Background: an optimization exercise with open tools, aiming at small area and a short achievable clock period. Do not read the settings as production practice. Only simulation tests tie the RTL to the original design; equivalence was not proved. Power and IR drop assume default switching activity.

==> design/flow/run.sh <==
#!/bin/bash
# synth_recipe.tcl (not shown) runs the flow's synth.tcl, then flattens the netlist and writes it again
# the make line also repeats each setting of config.mk as NAME=value (left out here)
make -C /OpenROAD-flow-scripts/flow DESIGN_CONFIG=/design/flow/config.mk WORK_HOME=/design/flow/orfs CLKGATE_MAP_FILE= SYNTH_SCRIPT=/design/flow/synth_recipe.tcl finish
==> design/flow/config.mk <==
export PLATFORM = sky130hd
export DESIGN_NAME = addr_unit
export DESIGN_NICKNAME = addr_unit
export VERILOG_FILES = /design/flow/design.v
export SDC_FILE = /design/flow/constraint.sdc
export NUM_CORES = 4
export LEC_CHECK = 0
export CAP_MARGIN = 20
export CORE_MARGIN = 2
export CORE_UTILIZATION = 40
export SLEW_MARGIN = 20
==> design/flow/constraint.sdc <==
create_clock -name core_clock -period 6.5 [get_ports {CLK}]
set_input_delay 1.3000 -clock core_clock [delete_from_list [all_inputs] [get_ports {CLK}]]
set_output_delay 1.3000 -clock core_clock [all_outputs]
set_load 0.01 [all_outputs]
==> design/flow/design.v <==
package m68k_arch_pkg;
    localparam int ADDR_W    = 32;   
    localparam int NUM_AREGS = 7;    
    typedef enum logic [1:0] {
        BYTE = 2'd0,
        WORD = 2'd1,
        LONG = 2'd2
    } op_size_t;
    typedef enum logic [1:0] {
        USP = 2'd0,   
        ISP = 2'd1,   
        MSP = 2'd2    
    } sp_bank_t;
endpackage
package m68k_ea_pkg;
    typedef enum logic [2:0] {
        ADR_AN_IND  = 3'd2,   
        ADR_AN_POST = 3'd3,   
        ADR_AN_PRE  = 3'd4,   
        ADR_AN_DISP = 3'd5,   
        ADR_AN_IDX  = 3'd6,   
        ADR_SPECIAL = 3'd7    
    } adr_mode_t;
    typedef enum logic [2:0] {
        ABS_W   = 3'd0,   
        ABS_L   = 3'd1,   
        PC_DISP = 3'd2    
    } amode_sel_t;
    typedef struct packed {
        logic       da;       
        logic [2:0] reg_no;   
        logic       wl;       
        logic [1:0] scale;    
        logic       fmt;      
        logic [7:0] disp8;    
    } brief_ext_t;
    typedef union packed {
        brief_ext_t         brief;
        logic signed [15:0] d16;
    } ext_word_u;
endpackage
`timescale 1ns/1ps
module addr_reg_file
#(
    parameter logic [m68k_arch_pkg::ADDR_W-1:0] SP_RESET = '0
) (
    input  logic              CLK,
    input  logic              RESET,
    input  logic [m68k_arch_pkg::ADDR_W-1:0] ar_in_1,
    input  logic [2:0]        ar_sel_rd_1,
    input  logic [2:0]        ar_sel_rd_2,
    input  logic [2:0]        ar_sel_wr,
    input  logic              ar_wr,
    input  logic              ar_inc,
    input  logic              ar_dec,
    input  m68k_arch_pkg::op_size_t          op_size,
    input  logic              sbit,
    input  logic              mbit,
    input  logic [2:0]        index_sel,    
    output logic [m68k_arch_pkg::ADDR_W-1:0] ar_out_1,
    output logic [m68k_arch_pkg::ADDR_W-1:0] ar_out_2,
    output logic [m68k_arch_pkg::ADDR_W-1:0] base_reg,
    output logic [m68k_arch_pkg::ADDR_W-1:0] index_an
);
    localparam logic [2:0] SP_SEL = 3'(m68k_arch_pkg::NUM_AREGS);   
    logic [m68k_arch_pkg::ADDR_W-1:0] ar [m68k_arch_pkg::NUM_AREGS];           
    logic [m68k_arch_pkg::ADDR_W-1:0] sp [3];                   
    logic [m68k_arch_pkg::ADDR_W-1:0] areg_view [m68k_arch_pkg::NUM_AREGS+1];  
    m68k_arch_pkg::sp_bank_t          bank;
    logic [2:0]        step_amt;
    logic [m68k_arch_pkg::ADDR_W-1:0] step_val;
    always_comb begin
        if (!sbit)
            bank = m68k_arch_pkg::USP;
        else if (mbit)
            bank = m68k_arch_pkg::MSP;    
        else
            bank = m68k_arch_pkg::ISP;
    end
    always_comb begin
        for (int i = 0; i < m68k_arch_pkg::NUM_AREGS; i++)
            areg_view[i] = ar[i];
        areg_view[m68k_arch_pkg::NUM_AREGS] = sp[bank];   
    end
    assign ar_out_1 = areg_view[ar_sel_rd_1];
    assign ar_out_2 = areg_view[ar_sel_rd_2];
    assign base_reg = ar_out_1;
    assign index_an = areg_view[index_sel];
    always_comb begin
        case (op_size)
            m68k_arch_pkg::BYTE:    step_amt = (ar_sel_rd_1 == SP_SEL) ? 3'd2 : 3'd1;   
            m68k_arch_pkg::WORD:    step_amt = 3'd2;
            default: step_amt = 3'd4;
        endcase
    end
    assign step_val = ar_inc ? ar_out_1 + m68k_arch_pkg::ADDR_W'(step_amt)
                             : ar_out_1 - m68k_arch_pkg::ADDR_W'(step_amt);
    always_ff @(posedge CLK) begin
        if (RESET) begin
            for (int i = 0; i < m68k_arch_pkg::NUM_AREGS; i++)
                ar[i] <= '0;
            for (int i = 0; i < 3; i++)
                sp[i] <= SP_RESET;
        end else begin
            if (ar_wr) begin
                if (ar_sel_wr == SP_SEL)
                    sp[bank] <= ar_in_1;   
                else
                    ar[ar_sel_wr] <= ar_in_1;
            end
            if (ar_inc || ar_dec) begin
                if (ar_sel_rd_1 == SP_SEL)
                    sp[bank] <= step_val;
                else
                    ar[ar_sel_rd_1] <= step_val;
            end
        end
    end
endmodule
`timescale 1ns/1ps
module ea_ext_regs
(
    input  logic              CLK,
    input  logic              RESET,
    input  m68k_ea_pkg::ext_word_u         ext_word,
    input  logic              store_brief,
    input  logic              store_d16,
    input  logic              store_abs_lo,
    input  logic              store_abs_hi,
    input  m68k_ea_pkg::amode_sel_t        amode_sel,
    input  logic [m68k_arch_pkg::ADDR_W-1:0] index_in,      
    input  logic [m68k_arch_pkg::ADDR_W-1:0] index_an,      
    output logic [2:0]        index_sel,
    output logic [m68k_arch_pkg::ADDR_W-1:0] base_displ,
    output logic [m68k_arch_pkg::ADDR_W-1:0] index_scaled,
    output logic [m68k_arch_pkg::ADDR_W-1:0] abs_adr
);
    logic [m68k_arch_pkg::ADDR_W-1:0] index_src;
    logic [m68k_arch_pkg::ADDR_W-1:0] index_reg;
    logic [1:0]        scale_reg;
    assign index_sel = ext_word.brief.reg_no;   
    assign index_src = ext_word.brief.da ? index_an : index_in;
    always_ff @(posedge CLK) begin
        if (RESET) begin
            base_displ <= '0;
            index_reg  <= '0;
            scale_reg  <= '0;
            abs_adr    <= '0;
        end else begin
            if (store_brief) begin
                base_displ <= {{(m68k_arch_pkg::ADDR_W-8){ext_word.brief.disp8[7]}}, ext_word.brief.disp8};
                if (ext_word.brief.wl)
                    index_reg <= index_src;
                else
                    index_reg <= {{(m68k_arch_pkg::ADDR_W-16){index_src[15]}}, index_src[15:0]};   
                scale_reg <= ext_word.brief.scale;
            end else if (store_d16) begin
                base_displ <= {{(m68k_arch_pkg::ADDR_W-16){ext_word.d16[15]}}, ext_word.d16};
            end
            if (store_abs_lo) begin
                if (amode_sel == m68k_ea_pkg::ABS_W)
                    abs_adr[m68k_arch_pkg::ADDR_W-1:16] <= {(m68k_arch_pkg::ADDR_W-16){ext_word.d16[15]}};   
                abs_adr[15:0] <= ext_word.d16;
            end else if (store_abs_hi) begin
                abs_adr[m68k_arch_pkg::ADDR_W-1:16] <= ext_word.d16;
            end
        end
    end
    assign index_scaled = index_reg << scale_reg;   
endmodule
`timescale 1ns/1ps
module ea_calc
(
    input  logic              CLK,
    input  logic              RESET,
    input  m68k_ea_pkg::adr_mode_t         adr_mode,
    input  m68k_ea_pkg::amode_sel_t        amode_sel,
    input  logic [m68k_arch_pkg::ADDR_W-1:0] base_reg,
    input  logic [m68k_arch_pkg::ADDR_W-1:0] base_displ,
    input  logic [m68k_arch_pkg::ADDR_W-1:0] index_scaled,
    input  logic [m68k_arch_pkg::ADDR_W-1:0] abs_adr,
    input  logic [m68k_arch_pkg::ADDR_W-1:0] pc,
    input  logic [3:0]        pc_ew_offset,   
    output logic [m68k_arch_pkg::ADDR_W-1:0] adr_eff
);
    logic [m68k_arch_pkg::ADDR_W-1:0] pc_ext;    
    logic [m68k_arch_pkg::ADDR_W-1:0] ea_next;
    assign pc_ext = pc + m68k_arch_pkg::ADDR_W'(pc_ew_offset);
    always_comb begin
        case (adr_mode)
            m68k_ea_pkg::ADR_AN_IND, m68k_ea_pkg::ADR_AN_POST, m68k_ea_pkg::ADR_AN_PRE:
                ea_next = base_reg;   
            m68k_ea_pkg::ADR_AN_DISP:
                ea_next = base_reg + base_displ;
            m68k_ea_pkg::ADR_AN_IDX:
                ea_next = base_reg + base_displ + index_scaled;
            m68k_ea_pkg::ADR_SPECIAL: begin
                case (amode_sel)
                    m68k_ea_pkg::ABS_W, m68k_ea_pkg::ABS_L: ea_next = abs_adr;   
                    m68k_ea_pkg::PC_DISP:      ea_next = pc_ext + base_displ;
                    default:      ea_next = '0;
                endcase
            end
            default:
                ea_next = '0;   
        endcase
    end
    always_ff @(posedge CLK) begin
        if (RESET)
            adr_eff <= '0;
        else
            adr_eff <= ea_next;
    end
endmodule
`timescale 1ns/1ps
module program_counter
#(
    parameter logic [m68k_arch_pkg::ADDR_W-1:0] PC_RESET = '0
) (
    input  logic              CLK,
    input  logic              RESET,
    input  logic [m68k_arch_pkg::ADDR_W-1:0] ar_in_1,        
    input  logic [m68k_arch_pkg::ADDR_W-1:0] displacement,   
    input  logic [7:0]        pc_offset,      
    input  logic              pc_load,
    input  logic              pc_add_displ,
    input  logic              pc_inc,
    output logic [m68k_arch_pkg::ADDR_W-1:0] pc
);
    always_ff @(posedge CLK) begin
        if (RESET)
            pc <= PC_RESET;
        else if (pc_load)
            pc <= ar_in_1;
        else if (pc_add_displ)
            pc <= pc + displacement;
        else if (pc_inc)
            pc <= pc + m68k_arch_pkg::ADDR_W'(pc_offset);   
    end
endmodule
`timescale 1ns/1ps
module addr_unit
#(
    parameter logic [m68k_arch_pkg::ADDR_W-1:0] PC_RESET = '0,   
    parameter logic [m68k_arch_pkg::ADDR_W-1:0] SP_RESET = '0    
) (
    input  logic              CLK,
    input  logic              RESET,
    input  logic [m68k_arch_pkg::ADDR_W-1:0] ar_in_1,
    input  logic [m68k_arch_pkg::ADDR_W-1:0] index_in,
    input  logic [m68k_arch_pkg::ADDR_W-1:0] displacement,
    input  logic [2:0]        ar_sel_rd_1,
    input  logic [2:0]        ar_sel_rd_2,
    input  logic [2:0]        ar_sel_wr,
    input  logic              ar_wr,
    input  logic              ar_inc,
    input  logic              ar_dec,
    input  m68k_arch_pkg::op_size_t          op_size,
    input  logic              sbit,
    input  logic              mbit,
    input  m68k_ea_pkg::ext_word_u         ext_word,
    input  logic              store_brief,
    input  logic              store_d16,
    input  logic              store_abs_lo,
    input  logic              store_abs_hi,
    input  m68k_ea_pkg::adr_mode_t         adr_mode,
    input  m68k_ea_pkg::amode_sel_t        amode_sel,
    input  logic [3:0]        pc_ew_offset,
    input  logic [7:0]        pc_offset,
    input  logic              pc_load,
    input  logic              pc_add_displ,
    input  logic              pc_inc,
    output logic [m68k_arch_pkg::ADDR_W-1:0] ar_out_1,
    output logic [m68k_arch_pkg::ADDR_W-1:0] ar_out_2,
    output logic [m68k_arch_pkg::ADDR_W-1:0] adr_eff,
    output logic [m68k_arch_pkg::ADDR_W-1:0] pc
);
    logic [m68k_arch_pkg::ADDR_W-1:0] base_reg;       
    logic [m68k_arch_pkg::ADDR_W-1:0] index_an;       
    logic [2:0]        index_sel;
    logic [m68k_arch_pkg::ADDR_W-1:0] base_displ;
    logic [m68k_arch_pkg::ADDR_W-1:0] index_scaled;
    logic [m68k_arch_pkg::ADDR_W-1:0] abs_adr;
    addr_reg_file #(.SP_RESET(SP_RESET)) u_reg_file (
        .CLK(CLK), .RESET(RESET),
        .ar_in_1(ar_in_1), .ar_sel_rd_1(ar_sel_rd_1), .ar_sel_rd_2(ar_sel_rd_2),
        .ar_sel_wr(ar_sel_wr), .ar_wr(ar_wr), .ar_inc(ar_inc), .ar_dec(ar_dec),
        .op_size(op_size), .sbit(sbit), .mbit(mbit), .index_sel(index_sel),
        .ar_out_1(ar_out_1), .ar_out_2(ar_out_2), .base_reg(base_reg), .index_an(index_an)
    );
    ea_ext_regs u_ext_regs (
        .CLK(CLK), .RESET(RESET),
        .ext_word(ext_word), .store_brief(store_brief), .store_d16(store_d16),
        .store_abs_lo(store_abs_lo), .store_abs_hi(store_abs_hi), .amode_sel(amode_sel),
        .index_in(index_in), .index_an(index_an), .index_sel(index_sel),
        .base_displ(base_displ), .index_scaled(index_scaled), .abs_adr(abs_adr)
    );
    ea_calc u_ea_calc (
        .CLK(CLK), .RESET(RESET),
        .adr_mode(adr_mode), .amode_sel(amode_sel), .base_reg(base_reg),
        .base_displ(base_displ), .index_scaled(index_scaled), .abs_adr(abs_adr),
        .pc(pc), .pc_ew_offset(pc_ew_offset), .adr_eff(adr_eff)
    );
    program_counter #(.PC_RESET(PC_RESET)) u_pc (
        .CLK(CLK), .RESET(RESET),
        .ar_in_1(ar_in_1), .displacement(displacement), .pc_offset(pc_offset),
        .pc_load(pc_load), .pc_add_displ(pc_add_displ), .pc_inc(pc_inc), .pc(pc)
    );
endmodule
==> results.py <==
metrics = {
    "clock_tree": {
        "htreeDepth": 2,
        "clock-root-buffer": "clkbuf_16",
        "clock_latency_ns": 0.66,
        "cts_setup_buffers": 0,
        "cts.reportedPaths.clkPinSlew_ns": 0.06,
        "cts_resized": 0,
        "cts_buffer_depth": 3,
        "numCtsBuffers": 53,
        "postCtsHoldBufs": 0,
        "cts_tree": "built",
        "cts.sinks": 466,
    },
    "run": {
        "drv_cap": 0,
    },
    "final_layout": {
        "regMostFlops": "u_reg_file.ar",
        "syn2layout_area_growth_pct": 24.19,
        "drive_gt1_share_pct": 15.44,
        "regArea_um2": 12530,
        "nNetsFinal": 4773,
        "reg.largest.list": "u_reg_file.ar x224, u_reg_file.sp x96",
        "multi_input_area_um2": 21120,
        "largest_reg_flops": 224,
        "n_fill_cell": 8329,
        "final_util_pct": 49.98,
    },
    "global_routing": {
        "grt_max_degree": 67,
        "grt_pass1_vias": 34337,
        "grt_pass1_wl_um": 241500,
        "grt-ovfl-total": 0,
        "grtUsageTotal_pct": 36.91,
        "antenna_found_initial": 11,
    },
    "sta": {
        "slew_viol_final": 0,
        "relSlewSlack_pct": 19.99,
        "worst_slack_ns": 0.3013,
        "rsz0062_at_grt": "no",
        "hold_violations": 0,
        "setup_violations": 0,
        "fin_crit_sh_pct": 95.36,
        "tightest_slew_ns": 1.188,
        "period_minus_slack_ns": 6.199,
        "max_freq_mhz": 161.3,
        "finClkSkew_ns": 0.04790,
    },
    "setup_path": {
        "required_ns": 7.07,
        "r2r-end": "u_ea_calc.adr_eff[31]$_SDFF_PP0_",
        "critPathLaunchType": "input port",
        "rr_startpoint": "u_reg_file.sp[2][1]$_SDFFCE_PN0P_",
        "cp_max_fo": 9,
        "ff2ff_path_depth": 28,
        "cp.arrival_ns": 6.77,
        "crit_type": "in -> reg",
        "cp-end-kind": "flip-flop",
        "rrSetupSlack_ns": 0.73,
    },
    "die": {
        "io_pins": 283,
        "die_h_um": 299.0,
        "rows": 108,
        "core_um2": 86480,
        "die_x_um": 299.0,
        "start_util_pct": 40.24,
        "die_area_um2": 89380,
    },
    "logic_synthesis": {
        "synthArstFlopShare_pct": 0,
        "yosysSeqAreaShare_pct": 36.01,
        "synth-main-ff-cell": "edfxtp_1",
        "syn-num-nets": 4293,
        "ys_ff_latch": 466,
        "synth-edff-count": 320,
        "syn_area_um2": 34800,
        "synth-warning-count": 5,
        "synth_cell_types": 101,
        "synthesis.instances": 3946,
        "synth_area_per_cell_um2": 8.820,
    },
    "place": {
        "port_buffers": 282,
        "place.gp.congestion": 1.017,
        "place_ws_ns": -0.3236,
        "dp_hpwl_um": 128100,
    },
    "detailed_routing": {
        "avgViaCountPerCell": 6.478,
        "wl_per_cell_um": 30.45,
        "wl_um": 171400,
        "ant_nets": 0,
        "vias": 36457,
        "drt_iter0_markers": 4900,
        "first_pass_iters": 9,
        "drc": 0,
    },
    "outcome": {
        "status": "timing/DRC/antenna clean",
    },
    "power": {
        "seq_power_share_pct": 32.8,
        "power_switching_share_pct": 37.82,
        "leakagePower_uw": 0.01765,
        "power.density_nw_per_um2": 254.4,
        "power.share.combinational_pct": 39.5,
        "clockPowerShare_pct": 27.7,
        "internal-power_uw": 6836,
        "switchingPower_uw": 4158,
        "vdd_drop_max_mv": 0.2109,
    },
    "min_path": {
        "worstHoldStart": "u_ext_regs.index_reg[0]$_SDFFE_PP0P_",
        "min_to": "u_ext_regs.index_reg[0]$_SDFFE_PP0P_",
        "whs_path_depth": 2,
        "hp-class": "reg -> reg",
    },
}
cell usage in the layout (no fill, tap or decap), types with 12 or more instances in the layout:
cell type        count
a211oi_1            52
a21o_1              79
a21oi_1            400
a221oi_1            35
a22o_1              58
a22oi_1             39
a311oi_1            15
a31oi_1             18
and2_1              34
and3_1              20
buf_2               12
buf_4              418
clkbuf_16           54
clkdlybuf4s50_1    268
dfxtp_1            145
edfxtp_1           320
ha_1               177
inv_1               89
mux2_2              46
mux2i_1            154
mux4_2              30
nand2_1            304
nand2b_1            49
nand3_1             89
nor2_1             436
nor2b_1             24
nor3_1              37
o211a_1             18
o211ai_1            26
o21a_1              51
o21ai_0            258
o21ai_1             19
o21bai_1            13
o221ai_1            56
o22a_1              22
o22ai_1            201
o31ai_1             13
or3_1               15
xnor2_1             76
xor2_1              52
critical path: stages:
cell and delay [ns]:
buf_2 0.24, buf_4 0.26, buf_4 0.20, a21oi_1 0.08, a21oi_1 0.12, o221ai_1 0.16
o22a_4 0.26, ha_4 0.23, a21o_1 0.17, o21a_1 0.22, a211o_1 0.30, a21o_1 0.16
a21o_1 0.17, a21o_1 0.18, a21o_1 0.19, buf_4 0.13, xor2_1 0.15, ha_1 0.30
o21a_1 0.12, nor2_1 0.05, a21oi_2 0.22, nand3_2 0.15, a311oi_4 0.32, o21ai_2 0.15
a21oi_4 0.18, a41oi_2 0.11, or4_1 0.55, o211ai_2 0.09
worst max path at each step:
stage	start	to	slack [ns]	depth (start not counted)
CTS	mbit	u_ea_calc.adr_eff[31]$_SDFF_PP0_	0.30	28
detailed placement	mbit	u_ea_calc.adr_eff[31]$_SDFF_PP0_	-0.32	28
finish	ar_sel_rd_1[1]	u_ea_calc.adr_eff[31]$_SDFF_PP0_	0.30	28
floorplan	ar_sel_rd_1[0]	u_ea_calc.adr_eff[31]$_SDFF_PP0_	0.02	27
global placement	mbit	u_ea_calc.adr_eff[31]$_SDFF_PP0_	-0.27	29
global route	mbit	u_ea_calc.adr_eff[30]$_SDFF_PP0_	0.007	29
cells by family after synthesis:
family	after synthesis	synth area share, %
xor+xnor	134	3.563
buf+inv	374	4.070
mux	230	7.859
compound gates	1480	27.76
fa+ha+maj	192	7.097
simple gates	1070	13.64
flops	466	36.01
per-stage QoR:
step | TNS [ns] | total power [uW] | hold WS [ns] | area (um2) | cells
detailed placement | -2.298 | 7823 | 0.4860 | 41400 | 5524
CTS | 0 | 10830 | 0.5001 | 43120 | 5622
global route | 0 | 11340 | 0.5209 | 43210 | 5624
finish | 0 | 10990 | 0.5004 | 43220 | 5628
floorplan | 0 | 5807 | 0.4530 | 35100 | 3946
global placement | -1.628 | 7823 | 0.4730 | 41400 | 5524
routing by layer:
layer,vias to the layer above,global-route usage (%),share of wire [%]
met3,546,12.64,13
li1,15939,-,-
met4,10,22.05,7.0
met2,2397,54.72,43
met1,17565,46.36,38
met5,-,0,0.042
synthesized netlist by cell type, types with 90 or more instances:
| master | count | area, um2 |
|---|---|---|
| nand2_1 | 305 | 1145 |
| nor2_1 | 441 | 1655 |
| a21oi_1 | 404 | 2022 |
| o22ai_1 | 202 | 1264 |
| clkbuf_1 | 245 | 919.6 |
| ha_1 | 183 | 2290 |
| inv_1 | 90 | 337.8 |
| dfxtp_1 | 146 | 2923 |
| o21ai_0 | 264 | 1321 |
| mux2i_1 | 154 | 1541 |
| edfxtp_1 | 320 | 9609 |
| nand3_1 | 91 | 455.4 |
power by group through the flow:
stage / clock network (uW) / logic [uW] / registers (uW)
2_1_floorplan: 0 / 2220 / 3580
3_3_place_gp: 0 / 4160 / 3660
3_5_place_dp: 0 / 4160 / 3660
4_1_cts: 3050 / 4190 / 3600
5_1_grt: 3160 / 4560 / 3620
6_report: 3040 / 4340 / 3610
layout make-up:
cell class	count	share of cell area [%]
Tap cell	1155	3.344
Inverter	93	0.8106
Antenna cell	4	0.02316
Clock inverter	26	0.5703
Sequential cell	466	29.00
Timing Repair Buffer	706	13.99
Clock buffer	72	3.407
Multi-Input combinational cell	3106	48.85

[what the ideal ports hide]
In the flow no input, the clock included, has a driving cell. The finished layout below was timed again as built, in two steps.
Step 1 assumes that a clkbuf_16 drives the clock port and a buf_2 every other input.
Step 2 also shifts input and output timing later by t, the mid clock arrival at the registers, as if the neighbouring blocks saw the same clock.
Three values: no drivers, after step 1, after step 2; two values: the first two.
shift t [ns]: 0.703
setup WS [ns]: 0.301 / 0.278 / -0.425
worst setup path at the end: input to register
With both steps, setup timing fails in this run, where it was met with ideal ports. For this run, drivers alone change the setup slack by -0.023 ns; drivers and shift together by -0.726 ns.
